Context: an optimization exercise on an open-source flow, tuned for small area, a short achievable clock period and few clock cycles. The choices shown serve that exercise and are no tape-out recipe.
Where RTL was checked, it was by simulation tests only, not by an equivalence proof against the original.
Power and IR drop assume default switching activity.

==> inputs of 07-22 <==
==> flow/design.v (excerpt) <==
module mac_acc_array #(
    parameter int DW    = mac_pkg::MAC_DW,
    parameter int LANES = 8,
    parameter int ACCW  = 2 * DW + 8
) (
    input  logic                  clk,
    input  logic                  rst_n,
    input  logic                  in_valid,
    output logic                  in_ready,
    input  logic [LANES*DW-1:0]   A,
    input  logic [LANES*DW-1:0]   W,
    input  logic                  Asigned,
    input  logic                  Wsigned,
    input  logic                  acc_clr,
    input  logic                  acc_last,
    output logic                  out_valid,
    input  logic                  out_ready,
    output logic [LANES*ACCW-1:0] Q,
    output logic [LANES-1:0]      ovf
);
clock: 5.6 ns
lec_check: 0
cap_margin: 20
core_margin: 2
core_utilization: 40
setup_slack_margin: 2.6
slew_margin: 20
standard.sh (not shown) runs the stock make flow with config.mk's settings and CLKGATE_MAP_FILE= SYNTH_SCRIPT=/design/flow/synth_recipe.tcl, a recipe that flattens the netlist after the stock synthesis.
==> flow/flow/run.sh <==
#!/bin/bash
# Own layout flow: the standard flow with two changes.
#  1. After the standard synthesis, full-adder cells are rewired to their
#     complemented inputs/outputs where that removes inverters
#     (fa_polarity.py; same logic function, same registers).
#  2. Ports are buffered with a small buffer instead of the default delay cell.
# Each tool's output goes to a log file of its own in the work folder.
set -euo pipefail
W=$(pwd)
R=$W/orfs/results/$FLOW_PLATFORM/mac_acc_array/base
bash standard.sh "$R/1_2_yosys.v" > "$W/flow_synth.log" 2>&1
cp "$R/1_2_yosys.v" "$W/1_2_yosys.standard.v"
python3 "$W/flow/fa_polarity.py" "$W/1_2_yosys.standard.v" "$R/1_2_yosys.v" > "$W/flow_fa_polarity.log" 2>&1
touch "$R/1_2_yosys.v" "$R/1_2_yosys.sdc"
BUFFER_PORTS_ARGS="-buffer_cell ${PORT_BUFFER:-sky130_fd_sc_hd__buf_1}" \
  bash standard.sh finish > "$W/flow_layout.log" 2>&1
Other scripts of this flow, unchanged in this note and not shown: flow/flow/fa_polarity.py
==> inputs of 04-12, as changes to 07-22 <==
--- a/flow/design.v
+++ b/flow/design.v
@@ -18,11 +18,10 @@
         mul_ext = ax * wx;
     endfunction
 endpackage
 module mac_lane (
     input  logic        clk,
-    input  logic        take,     
     input  logic        v,        
     input  logic [7:0]  a,
     input  logic [7:0]  w,
     input  logic        a_sgn,
     input  logic        w_sgn,
@@ -154,15 +153,15 @@
     assign n110 = (n60 & n83) | (n60 & n82) | (n83 & n82);
     assign n111 = nw[7] ^ na[7] ^ n84;
     assign n112 = (nw[7] & na[7]) | (nw[7] & n84) | (na[7] & n84);
     logic [32:0] rows_d, rows_q;
     assign rows_d = {n112, ss, n110, n111, n108, n109, n106, n107, n104, n105, n102, n103, n100, n101, n98, n99, n96, n97, n94, n95, n92, n93, n90, n91, n88, n89, n86, n87, n85, pp[2][0], pp[1][0], pp[0][1], pp[0][0]};
-    always_ff @(posedge clk) rows_q <= take ? rows_d : '0;
+    always_ff @(posedge clk) rows_q <= rows_d;
     logic [17:0] r0, r1, x, y;
     logic [15:0] g, p, cy, t;
-    assign r0 = {v, rows_q[31], rows_q[29], rows_q[27], rows_q[25], rows_q[23], rows_q[21], rows_q[19], rows_q[17], rows_q[15], rows_q[13], rows_q[11], rows_q[9], rows_q[7], rows_q[5], rows_q[3], rows_q[1], rows_q[0]};
-    assign r1 = {1'b0, rows_q[32], rows_q[30], rows_q[28], rows_q[26], rows_q[24], rows_q[22], rows_q[20], rows_q[18], rows_q[16], rows_q[14], rows_q[12], rows_q[10], rows_q[8], rows_q[6], rows_q[4], rows_q[2], 1'b0};
+    assign r0 = {v, (rows_q[31] & v), (rows_q[29] & v), (rows_q[27] & v), (rows_q[25] & v), (rows_q[23] & v), (rows_q[21] & v), (rows_q[19] & v), (rows_q[17] & v), (rows_q[15] & v), (rows_q[13] & v), (rows_q[11] & v), (rows_q[9] & v), (rows_q[7] & v), (rows_q[5] & v), (rows_q[3] & v), (rows_q[1] & v), (rows_q[0] & v)};
+    assign r1 = {1'b0, (rows_q[32] & v), (rows_q[30] & v), (rows_q[28] & v), (rows_q[26] & v), (rows_q[24] & v), (rows_q[22] & v), (rows_q[20] & v), (rows_q[18] & v), (rows_q[16] & v), (rows_q[14] & v), (rows_q[12] & v), (rows_q[10] & v), (rows_q[8] & v), (rows_q[6] & v), (rows_q[4] & v), (rows_q[2] & v), 1'b0};
     assign x = {r0[17:16] ^ r1[17:16], r0[15:0] ^ r1[15:0] ^ q[15:0]};
     assign y = {(r0[16:0] & r1[16:0]) | ({1'b0, r0[15:0]} & {1'b0, q[15:0]}) | ({1'b0, r1[15:0]} & {1'b0, q[15:0]}), 1'b0};
     assign g = x[15:0] & y[15:0];
     assign p = x[15:0] ^ y[15:0];
     logic gk0_1, pk0_1;
@@ -354,11 +353,10 @@
         last1 <= acc_last;
     end
     for (genvar i = 0; i < LANES; i++) begin : g_lane
         mac_lane u_lane (
             .clk  (clk),
-            .take (take),
             .v    (v1),
             .clr  (clr),
             .a    (A[i*DW +: DW]),
             .w    (W[i*DW +: DW]),
             .a_sgn(Asigned),
SETUP_SLACK_MARGIN = 2.0   (was 2.6)
==> inputs of 04-09, as changes to 07-22 <==
--- a/flow/design.v
+++ b/flow/design.v
@@ -276,28 +276,29 @@
     assign cy[12] = gk3_12;
     assign cy[13] = gk3_13;
     assign cy[14] = gk3_14;
     assign cy[15] = gk3_15;
     assign t = p ^ {cy[14:0], 1'b0};
-    logic [7:0]  hi, hi_up, hi_dn, hi_nx;
-    logic [1:0]  u0;
-    logic        is_max, is_min, dn0, dn1, up0, up1, sel_dn, sel_up, pos, neg;
+    logic [7:0]  hi, hi_up, hi_dn, h0, h1, hi_nx;
+    logic [1:0]  u0, u1;
+    logic        is_max, is_min, pos0, pos1, neg0, neg1, pos, neg;
     assign hi     = q[23:16];
     assign is_max = hi == 8'h7f;
     assign is_min = hi == 8'h80;
     assign hi_up  = is_max ? 8'h7f : hi + 8'd1;
     assign hi_dn  = is_min ? 8'h80 : hi - 8'd1;
     assign u0     = x[17:16] + y[17:16];
-    assign dn0    = u0 == 2'b11;
-    assign dn1    = u0 == 2'b10;
-    assign up0    = u0 == 2'b01;
-    assign up1    = u0 == 2'b00;
-    assign sel_dn = cy[15] ? dn1 : dn0;
-    assign sel_up = cy[15] ? up1 : up0;
-    assign hi_nx  = sel_dn ? hi_dn : sel_up ? hi_up : hi;
-    assign pos    = sel_up && is_max;
-    assign neg    = sel_dn && is_min;
+    assign u1     = x[17:16] + y[17:16] + 2'd1;
+    assign h0     = u0[1] ? hi_dn : u0[0] ? hi_up : hi;
+    assign h1     = u1[1] ? hi_dn : u1[0] ? hi_up : hi;
+    assign pos0   = u0 == 2'b01 && is_max;
+    assign pos1   = u1 == 2'b01 && is_max;
+    assign neg0   = u0[1] && is_min;
+    assign neg1   = u1[1] && is_min;
+    assign hi_nx  = cy[15] ? h1 : h0;
+    assign pos    = cy[15] ? pos1 : pos0;
+    assign neg    = cy[15] ? neg1 : neg0;
     always_ff @(posedge clk) begin
         if (clr) begin
             q   <= '0;
             ovf <= 1'b0;
         end else begin
CTS_CLUSTER_DIAMETER = 100   (was not set)
CTS_CLUSTER_SIZE = 30   (was not set)
SETUP_SLACK_MARGIN = 2.0   (was 2.6)
==> qor summary <==
Post-route cell area: 07-22 44650 sq um; 04-09 41170 sq um; 04-12 44350 sq um
Detailed-route via count: 07-22 27760; 04-09 27790; 04-12 27410
Total die area: 07-22 93040 sq um; 04-09 95350 sq um; 04-12 94570 sq um
Half-perimeter wire length after placement: 07-22 74720 um; 04-09 72510 um; 04-12 74010 um
Max H-tree Level: 07-22 2; 04-09 1; 04-12 2
Maximum number of pins on one net before global-route repair: 07-22 211; 04-09 211; 04-12 53
Clock skew: 07-22 0.03175 ns; 04-09 0.03661 ns; 04-12 0.03190 ns
Antenna Cells: 07-22 0; 04-09 0; 04-12 2
Per-cell via count in the routed design: 07-22 5.262; 04-09 5.189; 04-12 5.112
Part of the total power dissipated in combinational logic: 07-22 53.3%; 04-09 55.9%; 04-12 53.6%
Non-clock buffer count in the final layout: 07-22 455; 04-09 384; 04-12 477
Seq pwr: 07-22 5.46 mW; 04-09 5.51 mW; 04-12 5.80 mW
Inserted Clock Buffers: 07-22 58; 04-09 30; 04-12 54
Clock buffer count: 07-22 83; 04-09 34; 04-12 66
Sequential cell area: 07-22 9428 sq um; 04-09 9409 sq um; 04-12 9413 sq um
Run status: 07-22 timing/DRC/antenna clean; 04-09 timing/DRC/antenna clean; 04-12 timing/DRC/antenna clean
Tap cells: 07-22 1176; 04-09 1243; 04-12 1186
Internal cell power: 07-22 12.00 mW; 04-09 10.32 mW; 04-12 11.94 mW
Non-clock buffers, area share: 07-22 7.258%; 04-09 4.136%; 04-12 6.810%
Routed length on met3: 07-22 6329 um; 04-09 5990 um; 04-12 5889 um
Die width: 07-22 305.0 um; 04-09 308.8 um; 04-12 307.5 um
Worst slew margin relative to its limit: 07-22 32.93%; 04-09 31.01%; 04-12 28.92%
DRC marker count from the first detailed-route iteration: 07-22 1612; 04-09 1635; 04-12 1765
Footprint of the multi-input gates: 07-22 27510 sq um; 04-09 26450 sq um; 04-12 27520 sq um
Part of the cycle the worst path needs: 07-22 56.01%; 04-09 63.36%; 04-12 70.47%
Testbench counts of 07-22, summed over its fixed seeds: cycles 32,255.
Only the layout flow was run in 04-12 and 04-09; the RTL was not checked for function there.

port drivers added, routing unchanged:
Ports are ideal in the flow. The routed layouts listed here were re-timed in OpenROAD. Step 1 sets driving cells, clkbuf_16 on the clock port and buf_2 on the other inputs (assumed; they add their load-dependent delay and slew). Step 2 adds t to the input delays and takes it off the output delays; t is the mean of the earliest and latest rising clock arrival at the registers after step 1. Input paths then give back, and output paths get back, about the clock's delay inside the block. a / b / c = ideal ports / drivers / drivers and shift; a / b = the first two.
run	t (ns)	setup WS [ns]	hold WS [ns]	worst setup path at the end
07-22	0.696	2.464 / 2.464 / 1.834	0.301 / 0.261 / 0.456	input to register
04-12	0.684	1.654 / 1.654 / 1.475	0.313 / 0.270 / 0.441	input to register
04-09	0.716	2.052 / 2.052 / 1.365	0.283 / 0.239 / 0.468	input to register
After both steps every run listed still meets setup and hold. For 04-09, which loses most, drivers alone change the setup slack by 0.000 ns; drivers and shift together by -0.687 ns.
